Context: an optimization exercise on an open-source flow, tuned for a short achievable clock period and few clock cycles. The choices shown serve that exercise and are no tape-out recipe.
In this exercise RTL edits were held to simulation tests only and were not proved equivalent to the original.
No activity file was given, so power comes from the tool's default toggle rates.

`design/flow/run.sh`:
```
#!/bin/bash
# synth_recipe.tcl (not shown) runs the flow's synth.tcl, then flattens the netlist and writes it again
# the make line also repeats each setting of config.mk as NAME=value (left out here)
make -C /OpenROAD-flow-scripts/flow DESIGN_CONFIG=/design/flow/config.mk WORK_HOME=/design/flow/orfs CLKGATE_MAP_FILE= SYNTH_SCRIPT=/design/flow/synth_recipe.tcl finish
```
`design/flow/config.mk`:
```
export PLATFORM = sky130hd
export DESIGN_NAME = cpu_top
export DESIGN_NICKNAME = cpu_top
export VERILOG_FILES = /design/flow/design.v
export SDC_FILE = /design/flow/constraint.sdc
export NUM_CORES = 4
export LEC_CHECK = 0
export CAP_MARGIN = 20
export CORE_MARGIN = 2
export CORE_UTILIZATION = 40
export SLEW_MARGIN = 20
```
`design/flow/constraint.sdc`:
```
create_clock -name core_clock -period 12.5 [get_ports {clk}]
set_input_delay 2.5000 -clock core_clock [delete_from_list [all_inputs] [get_ports {clk}]]
set_output_delay 2.5000 -clock core_clock [all_outputs]
set_load 0.01 [all_outputs]
```
`design/flow/design.v`:
```
`default_nettype none
  localparam int OPCODE_W   = 4;
  localparam int REG_ADDR_W = 3;
  localparam int FUNCT3_W   = 3;
  localparam int INSTR_W    = 19;
  localparam int NUM_REGS = 1 << REG_ADDR_W;
  localparam int OPCODE_POS = 15;
  localparam int RD_POS     = 12;
  localparam int RS1_POS    = 9;
  localparam int RS2_POS    = 6;
  localparam int FUNCT3_POS = 3;
  localparam int IMM_I_W = 9;    
  localparam int IMM_S_W = 6;    
  localparam int IMM_U_W = 12;   
  typedef logic [INSTR_W-1:0]    instr_t;
  typedef logic [REG_ADDR_W-1:0] reg_addr_t;
  typedef enum logic [OPCODE_W-1:0] {
    OP_ALU    = 4'h0,
    OP_ADDI   = 4'h1,
    OP_LOAD   = 4'h2,
    OP_STORE  = 4'h3,
    OP_BRANCH = 4'h4,
    OP_LUI    = 4'h5,
    OP_JAL    = 4'h6
  } opcode_e;
  typedef enum logic [FUNCT3_W-1:0] {
    ALU_ADD = 3'd0,
    ALU_SUB = 3'd1,
    ALU_AND = 3'd2,
    ALU_OR  = 3'd3,
    ALU_XOR = 3'd4,
    ALU_SLL = 3'd5,
    ALU_SRL = 3'd6,
    ALU_MUL = 3'd7
  } alu_op_e;
  typedef enum logic [REG_ADDR_W-1:0] {
    BR_EQ = 3'd0,
    BR_NE = 3'd1,
    BR_LT = 3'd2,
    BR_GE = 3'd3
  } branch_op_e;
  localparam int XLEN    = 19;
  localparam int SHAMT_W = 5;
  typedef logic [XLEN-1:0] word_t;
  typedef logic [XLEN-1:0] addr_t;
  localparam addr_t RESET_PC    = 19'h100;
  localparam addr_t INSTR_BYTES = 19'd4;
  typedef enum logic [1:0] {
    WB_ALU = 2'd0,
    WB_MEM = 2'd1,
    WB_IMM = 2'd2,
    WB_PC4 = 2'd3
  } wb_sel_e;
  typedef struct packed {
    alu_op_e    alu_op;
    logic       op1_pc;      
    logic       op2_imm;     
    logic       is_branch;
    branch_op_e branch_op;
    logic       is_jump;
    logic       mem_req;
    logic       mem_wr;
    logic       rf_wr_en;
    wb_sel_e    wb_sel;
    reg_addr_t  rd;
  } ctrl_t;
  localparam ctrl_t CTRL_NOP = '0;
  typedef struct packed {
    logic  req;
    logic  wr;
    addr_t addr;
    word_t wr_data;
  } dmem_req_t;
`default_nettype wire
`timescale 1ns/100ps
`default_nettype none
module fetch_unit
(
  input  logic  clk,
  input  logic  reset_n,
  input  logic  redirect_i,
  input  addr_t target_i,
  output logic       started_o,
  output addr_t      pc_o,
  output word_t      pc_plus4_o,
  output logic       instr_mem_req_o,
  output addr_t      instr_mem_addr_o
);
  logic  started_q;
  addr_t pc_q;
  addr_t pc_seq;
  addr_t pc_nxt;
  always_ff @(posedge clk or negedge reset_n) begin
    if (!reset_n) begin
      started_q <= 1'b0;
    end else begin
      started_q <= 1'b1;
    end
  end
  assign pc_seq = pc_q + INSTR_BYTES;
  assign pc_nxt = redirect_i ? {target_i[XLEN-1:1], 1'b0} : pc_seq;
  always_ff @(posedge clk or negedge reset_n) begin
    if (!reset_n) begin
      pc_q <= RESET_PC;
    end else if (started_q) begin
      pc_q <= pc_nxt;
    end
  end
  assign started_o        = started_q;
  assign pc_o             = pc_q;
  assign pc_plus4_o       = pc_seq;
  assign instr_mem_req_o  = started_q;
  assign instr_mem_addr_o = pc_q;
endmodule
`default_nettype wire
`timescale 1ns/100ps
`default_nettype none
module decode_control
(
  input  instr_t instr_i,
  output reg_addr_t   rs1_o,
  output reg_addr_t   rs2_o,
  output word_t       imm_o,
  output ctrl_t       ctrl_o
);
  opcode_e   opcode;
  reg_addr_t rd;
  logic [FUNCT3_W-1:0] funct3;
  word_t imm_i_type;
  word_t imm_s_type;
  word_t imm_b_type;
  word_t imm_u_type;
  word_t imm_j_type;
  assign opcode = opcode_e'(instr_i[OPCODE_POS +: OPCODE_W]);
  assign rd     = instr_i[RD_POS +: REG_ADDR_W];
  assign rs1_o  = instr_i[RS1_POS +: REG_ADDR_W];
  assign rs2_o  = instr_i[RS2_POS +: REG_ADDR_W];
  assign funct3 = instr_i[FUNCT3_POS +: FUNCT3_W];
  assign imm_i_type = {{(XLEN-IMM_I_W){instr_i[IMM_I_W-1]}}, instr_i[IMM_I_W-1:0]};
  assign imm_s_type = {{(XLEN-IMM_S_W){instr_i[IMM_S_W-1]}}, instr_i[IMM_S_W-1:0]};
  assign imm_b_type = {{(XLEN-IMM_S_W-2){instr_i[IMM_S_W-1]}}, instr_i[IMM_S_W-1:0], 2'b00};
  assign imm_u_type = {instr_i[IMM_U_W-1:0], {(XLEN-IMM_U_W){1'b0}}};
  assign imm_j_type = {{(XLEN-IMM_U_W-2){instr_i[IMM_U_W-1]}}, instr_i[IMM_U_W-1:0], 2'b00};
  always_comb begin
    ctrl_o = CTRL_NOP;
    imm_o  = imm_i_type;
    case (opcode)
      OP_ALU: begin
        ctrl_o.alu_op   = alu_op_e'(funct3);
        ctrl_o.rf_wr_en = 1'b1;
        ctrl_o.rd       = rd;
      end
      OP_ADDI: begin
        ctrl_o.op2_imm  = 1'b1;
        ctrl_o.rf_wr_en = 1'b1;
        ctrl_o.rd       = rd;
      end
      OP_LOAD: begin
        ctrl_o.op2_imm  = 1'b1;
        ctrl_o.mem_req  = 1'b1;
        ctrl_o.rf_wr_en = 1'b1;
        ctrl_o.wb_sel   = WB_MEM;
        ctrl_o.rd       = rd;
      end
      OP_STORE: begin
        ctrl_o.op2_imm = 1'b1;
        ctrl_o.mem_req = 1'b1;
        ctrl_o.mem_wr  = 1'b1;
        imm_o          = imm_s_type;
      end
      OP_BRANCH: begin
        ctrl_o.op1_pc    = 1'b1;
        ctrl_o.op2_imm   = 1'b1;
        ctrl_o.is_branch = 1'b1;
        ctrl_o.branch_op = branch_op_e'(rd);
        imm_o            = imm_b_type;
      end
      OP_LUI: begin
        ctrl_o.rf_wr_en = 1'b1;
        ctrl_o.wb_sel   = WB_IMM;
        ctrl_o.rd       = rd;
        imm_o           = imm_u_type;
      end
      OP_JAL: begin
        ctrl_o.op1_pc   = 1'b1;
        ctrl_o.op2_imm  = 1'b1;
        ctrl_o.is_jump  = 1'b1;
        ctrl_o.rf_wr_en = 1'b1;
        ctrl_o.wb_sel   = WB_PC4;
        ctrl_o.rd       = rd;
        imm_o           = imm_j_type;
      end
      default: begin
        ctrl_o = CTRL_NOP;
      end
    endcase
  end
endmodule
`default_nettype wire
`timescale 1ns/100ps
`default_nettype none
module regfile
(
  input  logic      clk,
  input  logic      reset_n,
  input  reg_addr_t rs1_addr_i,
  input  reg_addr_t rs2_addr_i,
  input  reg_addr_t rd_addr_i,
  input  logic      wr_en_i,
  input  word_t     wr_data_i,
  output word_t          rs1_data_o,
  output word_t          rs2_data_o
);
  word_t regs_q [NUM_REGS];
  always_ff @(posedge clk or negedge reset_n) begin
    if (!reset_n) begin
      for (int i = 0; i < NUM_REGS; i++) begin
        regs_q[i] <= '0;
      end
    end else if (wr_en_i && (rd_addr_i != '0)) begin
      regs_q[rd_addr_i] <= wr_data_i;
    end
  end
  assign rs1_data_o = regs_q[rs1_addr_i];
  assign rs2_data_o = regs_q[rs2_addr_i];
endmodule
`default_nettype wire
`timescale 1ns/100ps
`default_nettype none
module execute_unit
(
  input  ctrl_t ctrl_i,
  input  addr_t pc_i,
  input  word_t rs1_data_i,
  input  word_t rs2_data_i,
  input  word_t imm_i,
  output word_t      alu_res_o,
  output logic       branch_taken_o
);
  word_t opr_a;
  word_t opr_b;
  logic [SHAMT_W-1:0] shamt;
  logic  is_eq;
  logic  is_lt;
  logic  cond_met;
  assign opr_a = ctrl_i.op1_pc  ? pc_i  : rs1_data_i;
  assign opr_b = ctrl_i.op2_imm ? imm_i : rs2_data_i;
  assign shamt = opr_b[SHAMT_W-1:0];
  always_comb begin
    case (ctrl_i.alu_op)
      ALU_ADD: alu_res_o = opr_a + opr_b;
      ALU_SUB: alu_res_o = opr_a - opr_b;
      ALU_AND: alu_res_o = opr_a & opr_b;
      ALU_OR:  alu_res_o = opr_a | opr_b;
      ALU_XOR: alu_res_o = opr_a ^ opr_b;
      ALU_SLL: alu_res_o = opr_a << shamt;
      ALU_SRL: alu_res_o = opr_a >> shamt;
      ALU_MUL: alu_res_o = opr_a * opr_b;
      default: alu_res_o = opr_a + opr_b;
    endcase
  end
  assign is_eq = (rs1_data_i == rs2_data_i);
  assign is_lt = ($signed(rs1_data_i) < $signed(rs2_data_i));
  always_comb begin
    case (ctrl_i.branch_op)
      BR_EQ:   cond_met = is_eq;
      BR_NE:   cond_met = !is_eq;
      BR_LT:   cond_met = is_lt;
      BR_GE:   cond_met = !is_lt;
      default: cond_met = 1'b0;
    endcase
  end
  assign branch_taken_o = ctrl_i.is_branch & cond_met;
endmodule
`default_nettype wire
`timescale 1ns/100ps
`default_nettype none
module load_store_wb
(
  input  ctrl_t ctrl_i,
  input  logic  started_i,
  input  word_t alu_res_i,
  input  word_t rs2_data_i,
  input  word_t imm_i,
  input  word_t pc_plus4_i,
  input  word_t mem_rd_data_i,
  output dmem_req_t  dmem_o,
  output logic       rf_wr_en_o,
  output word_t      rf_wr_data_o
);
  assign dmem_o.req     = ctrl_i.mem_req & started_i;
  assign dmem_o.wr      = ctrl_i.mem_wr & started_i;
  assign dmem_o.addr    = alu_res_i;
  assign dmem_o.wr_data = rs2_data_i;
  assign rf_wr_en_o = ctrl_i.rf_wr_en & started_i;
  always_comb begin
    case (ctrl_i.wb_sel)
      WB_ALU:  rf_wr_data_o = alu_res_i;
      WB_MEM:  rf_wr_data_o = mem_rd_data_i;
      WB_IMM:  rf_wr_data_o = imm_i;
      WB_PC4:  rf_wr_data_o = pc_plus4_i;
      default: rf_wr_data_o = alu_res_i;
    endcase
  end
endmodule
`default_nettype wire
`timescale 1ns/100ps
`default_nettype none
module cpu_top
(
  input  logic   clk,
  input  logic   reset_n,
  output logic        instr_mem_req_o,
  output addr_t       instr_mem_addr_o,
  input  instr_t instr_mem_rd_data_i,
  output logic        data_mem_req_o,
  output addr_t       data_mem_addr_o,
  output logic        data_mem_wr_o,
  output word_t       data_mem_wr_data_o,
  input  word_t  data_mem_rd_data_i
);
  logic      started;
  addr_t     pc;
  word_t     pc_plus4;
  logic      redirect;
  reg_addr_t rs1_addr;
  reg_addr_t rs2_addr;
  word_t     imm;
  ctrl_t     ctrl;
  word_t     rs1_data;
  word_t     rs2_data;
  word_t     alu_res;
  logic      branch_taken;
  dmem_req_t dmem_req;
  logic      rf_wr_en;
  word_t     rf_wr_data;
  assign redirect = branch_taken | ctrl.is_jump;
  fetch_unit u_fetch_unit (
    .clk              (clk),
    .reset_n          (reset_n),
    .redirect_i       (redirect),
    .target_i         (alu_res),
    .started_o        (started),
    .pc_o             (pc),
    .pc_plus4_o       (pc_plus4),
    .instr_mem_req_o  (instr_mem_req_o),
    .instr_mem_addr_o (instr_mem_addr_o)
  );
  decode_control u_decode_control (
    .instr_i (instr_mem_rd_data_i),
    .rs1_o   (rs1_addr),
    .rs2_o   (rs2_addr),
    .imm_o   (imm),
    .ctrl_o  (ctrl)
  );
  regfile u_regfile (
    .clk        (clk),
    .reset_n    (reset_n),
    .rs1_addr_i (rs1_addr),
    .rs2_addr_i (rs2_addr),
    .rd_addr_i  (ctrl.rd),
    .wr_en_i    (rf_wr_en),
    .wr_data_i  (rf_wr_data),
    .rs1_data_o (rs1_data),
    .rs2_data_o (rs2_data)
  );
  execute_unit u_execute_unit (
    .ctrl_i         (ctrl),
    .pc_i           (pc),
    .rs1_data_i     (rs1_data),
    .rs2_data_i     (rs2_data),
    .imm_i          (imm),
    .alu_res_o      (alu_res),
    .branch_taken_o (branch_taken)
  );
  load_store_wb u_load_store_wb (
    .ctrl_i        (ctrl),
    .started_i     (started),
    .alu_res_i     (alu_res),
    .rs2_data_i    (rs2_data),
    .imm_i         (imm),
    .pc_plus4_i    (pc_plus4),
    .mem_rd_data_i (data_mem_rd_data_i),
    .dmem_o        (dmem_req),
    .rf_wr_en_o    (rf_wr_en),
    .rf_wr_data_o  (rf_wr_data)
  );
  assign data_mem_req_o     = dmem_req.req;
  assign data_mem_wr_o      = dmem_req.wr;
  assign data_mem_addr_o    = dmem_req.addr;
  assign data_mem_wr_data_o = dmem_req.wr_data;
endmodule
`default_nettype wire
```
==> results_dict.tcl <==
set metrics [dict create \
    critical_path_peak_fanout 8 \
    grt_max_degree 101 \
    yosys.area_share.simple_pct 17.8 \
    ys_seq_area_share_pct 20.6 \
    drtAntennaViolNets 0 \
    initial_core_util_pct 40.4 \
    wire_per_inst_um 26.1 \
    drc_errors 0 \
    design.portCount 100 \
    synth_flop_cell "dfrtp_1" \
    cts_buffers 17 \
    vias 21201 \
    synth_fa_ha_area_share_pct 20.4 \
    finalHoldViolCount 0 \
    status "complete, no violations" \
    p_per_area_nw_per_um2 303 \
    crit_required_ns 10.00 \
    timing.final.crit_share_pct 98.6 \
    max_stage_delay_ns 0.50 \
    clk_pin_slew_worst_paths_ns 0.07 \
    synth_edf_count 0 \
    cp_top_family "adder cells" \
    cts_sinks 171 \
    syn_inst 2530 \
    synth-seq-cells 171 \
    core_um2 51300 \
    synth_cell_type_count 90 \
    dpl.hpwl_um 72600 \
    num_antenna_cells 0 \
    crit_type "in -> out" \
    portBuffers 98 \
    synth_top_family_by_area "adder cells" \
    drtIter0Drc 2665 \
    die_width_um 232 \
    clockBufferDepth 2 \
    finClkSkew_ns 0.0212 \
    clock_latency_ns 0.47 \
    cp_slowest_cell "clkdlybuf4s50_1" \
    period_minus_slack_ns 12.32 \
    fp.dieH_um 232 \
    grt.total_usage_pct 34.2 \
    grt_pass1_wl_um 136000 \
    synth-compound-area-share_pct 19.5 \
    rows 83 \
    tightestPinTransition_ns 1.19 \
    first_pass_iters 5 \
    place.gp.congestion 1.06 \
    rsz0062_at_grt "yes" \
    hold_ws_ns 0.413 \
    vdd_ir_drop_max_uv 323 \
    cts-root-buf "clkbuf_16" \
    placed_area_um2 24700 \
    synth.avg_cell_area_um2 8.19 \
    netlist_top_cells_area "dfrtp_1 21%, fa_1 12%, ha_1 8.5%" \
    first_global_vias 20483 \
    synthMuxAreaShare_pct 8.75 \
    post-route-cell-area_um2 25700 \
    synthArstFlopShare_pct 100 \
    grt_overflow 0 \
    syn-num-nets 2834 \
    crit_arrival_ns 9.82 \
    leakage_nw 12.2 \
    routed_via_density 6.01 \
    synth-xor-area-share_pct 4.00 \
    setup_violations 0 \
    synth_top_area_share_pct 20.5 \
    min_path_type "reg -> reg" \
    p_total_mw 7.79 \
    critPathLaunchType "primary input" \
    layout.nets 3139 \
    slew_headroom_pct 20.7 \
    drive_gt1_share_pct 20.1 \
    fmax_mhz 81.2 \
    drt_wl_total_um 92100 \
    cp-end-kind "output port" \
    drv_cap 0 \
    post-route-util_pct 50.1 \
    cts_tree "built" \
    antenna_found_initial 0 \
    critPathBufInv 13 \
    dieArea_um2 53700 \
    drv_slew 0 \
    synth_top_area_cell "dfrtp_1" \
    yosysWarnings 6 \
    htree_levels 4 \
    area_growth_pct 24.0 \
    netlist_area_um2 20700 \
]
-- state kept, by name, indices dropped and copies added, names as in the netlist --
| signal | count |
|---|---|
| u_regfile.regs_q | 152 |
| u_fetch_unit.pc_q | 18 |
| u_fetch_unit.started_q | 1 |
-- timing repair --
| item | 4_1_cts | 5_1_grt |
|---|---|---|
| resized for setup | 36 | 45 |
| setup endpoints to repair | 9 | 9 |
| hold buffers | 0 | 0 |
| buffers inserted | 7 | 3 |
| cloned | 0 | 0 |
| pin swaps | 5 | 12 |
-- Yosys cell counts (13+ instances only) --
| library cell | n |
|---|---|
| o21ai_1 | 22 |
| inv_2 | 13 |
| xor2_1 | 22 |
| mux2_2 | 51 |
| o211ai_1 | 26 |
| nor3_1 | 23 |
| a211oi_1 | 20 |
| a221oi_1 | 26 |
| nor2b_1 | 37 |
| nand2b_1 | 28 |
| buf_2 | 48 |
| buf_1 | 13 |
| and3_1 | 21 |
| xnor2_1 | 70 |
| ha_1 | 140 |
| nand3_1 | 29 |
| nand2_1 | 272 |
| and2_1 | 22 |
| o21a_1 | 15 |
| a22oi_1 | 14 |
| o21ai_0 | 187 |
| a221o_1 | 25 |
| nor2_1 | 243 |
| dfrtp_1 | 170 |
| clkbuf_1 | 112 |
| a21oi_1 | 107 |
| inv_1 | 250 |
| mux2i_1 | 100 |
| nand3b_1 | 34 |
| fa_1 | 124 |
-- metrics by stage --
stage	TNS [ns]	instances	setup slack, ns
after floorplan	0	2530	0.0521
after global placement	-2.06	3485	-0.402
after detailed placement	-2.24	3486	-0.442
after CTS	-0.273	3525	-0.118
after global routing	-0.119	3528	-0.119
final	0	3528	0.179
-- routing by layer --
| metal | GRT usage, % | wire [um] | vias to the layer above |
|---|---|---|---|
| li1 | - | - | 9300 |
| met1 | 50.4 | 41100 | 10463 |
| met2 | 49.7 | 38100 | 1276 |
| met3 | 8.18 | 10300 | 162 |
| met4 | 9.31 | 2560 | 0 |
| met5 | 0 | 0 | - |
-- where the power goes --
| part | total (mW) | internal [mW] | switching, mW |
|---|---|---|---|
| clock | 0.567 | 0.308 | 0.259 |
| combinational | 6.21 | 2.72 | 3.49 |
| sequential | 1.02 | 0.770 | 0.249 |
-- logic make-up after synthesis --
family                     Yosys count
AOI/OAI and AO/OA                  602
other                                2
and+or+nand+nor                    783
DFF                                171
buffers and inverters              453
muxes                              162
adders and majority gates          264
xor gates and xnor gates            93
-- area by class of cell --
class | count | area (um2)
multi-input cells | 1906 | 14900
inverters | 268 | 1010
clock buffers | 18 | 439
fillers | 4948 | 25600
clock inverters | 14 | 176
well taps | 680 | 851
flip-flops and latches | 171 | 4280
repair buffers | 471 | 4000
-- final timing paths --
path	slack [ns]	from	to	depth (start not counted)
worst max-delay path	0.18	instr_mem_rd_data_i[17]	data_mem_addr_o[14]	33
worst min-delay path	0.41	u_regfile.regs_q[0][9]$_DFFE_PN0P_	u_regfile.regs_q[0][9]$_DFFE_PN0P_	0
worst max register to register	4.23	u_regfile.regs_q[2][3]$_DFFE_PN0P_	u_regfile.regs_q[5][15]$_DFFE_PN0P_	29
worst min register to register	0.41	u_regfile.regs_q[0][9]$_DFFE_PN0P_	u_regfile.regs_q[0][9]$_DFFE_PN0P_	0
max in group asynchronous	8.75	reset_n	u_regfile.regs_q[0][10]$_DFFE_PN0P_	2
min in group asynchronous	2.13	reset_n	u_regfile.regs_q[4][18]$_DFFE_PN0P_	1
-- cell usage in the layout, fill, tap and decap left out, types with 10 or more instances in the layout --
master and n:
xnor2_1 67, nand2b_1 28, a221oi_1 22, mux4_2 10
a22o_1 12, o211ai_1 26, a221o_1 25, nor3_1 19
a22oi_1 13, o2bb2ai_1 11, clkdlybuf4s50_1 83, a21oi_1 102
a211oi_1 19, mux2_2 51, nand3_1 29, o21a_1 15
buf_12 17, o21ai_1 26, nand4_1 10, clkbuf_16 17
inv_1 250, dfrtp_1 170, xor2_1 19, and3_1 21
nor2_1 242, inv_2 13, mux2i_1 100, fa_1 124
o21ai_0 179, nand2_1 271, nand3b_1 34, buf_4 349
and2_1 22, ha_1 138, nor2b_1 35, a21o_1 11
Testbench counts, summed over its fixed seeds: cycles 10,958.

-- afterwards: timing with drivers on the ports --
The results above use ideal ports. As a check the final layout listed here was re-extracted and re-timed, cells and wires unchanged. Step 1, drivers: a clkbuf_16 drives clk and a buf_2 each remaining input, both assumed. Step 2 also shifts input and output timing later by t, the mid clock arrival at the registers, as if the neighbouring blocks saw the same clock. Slacks: ideal / step 1 / step 2; pairs: ideal / step 1.
t, ns: 0.500
setup slack, ns: 0.179 / 0.142 / 0.142
worst hold slack (ns): 0.413 / 0.413 / 0.413
After both steps this run still meets setup and hold. The setup slack of this run moves by -0.037 ns with the drivers and by -0.037 ns with both steps.
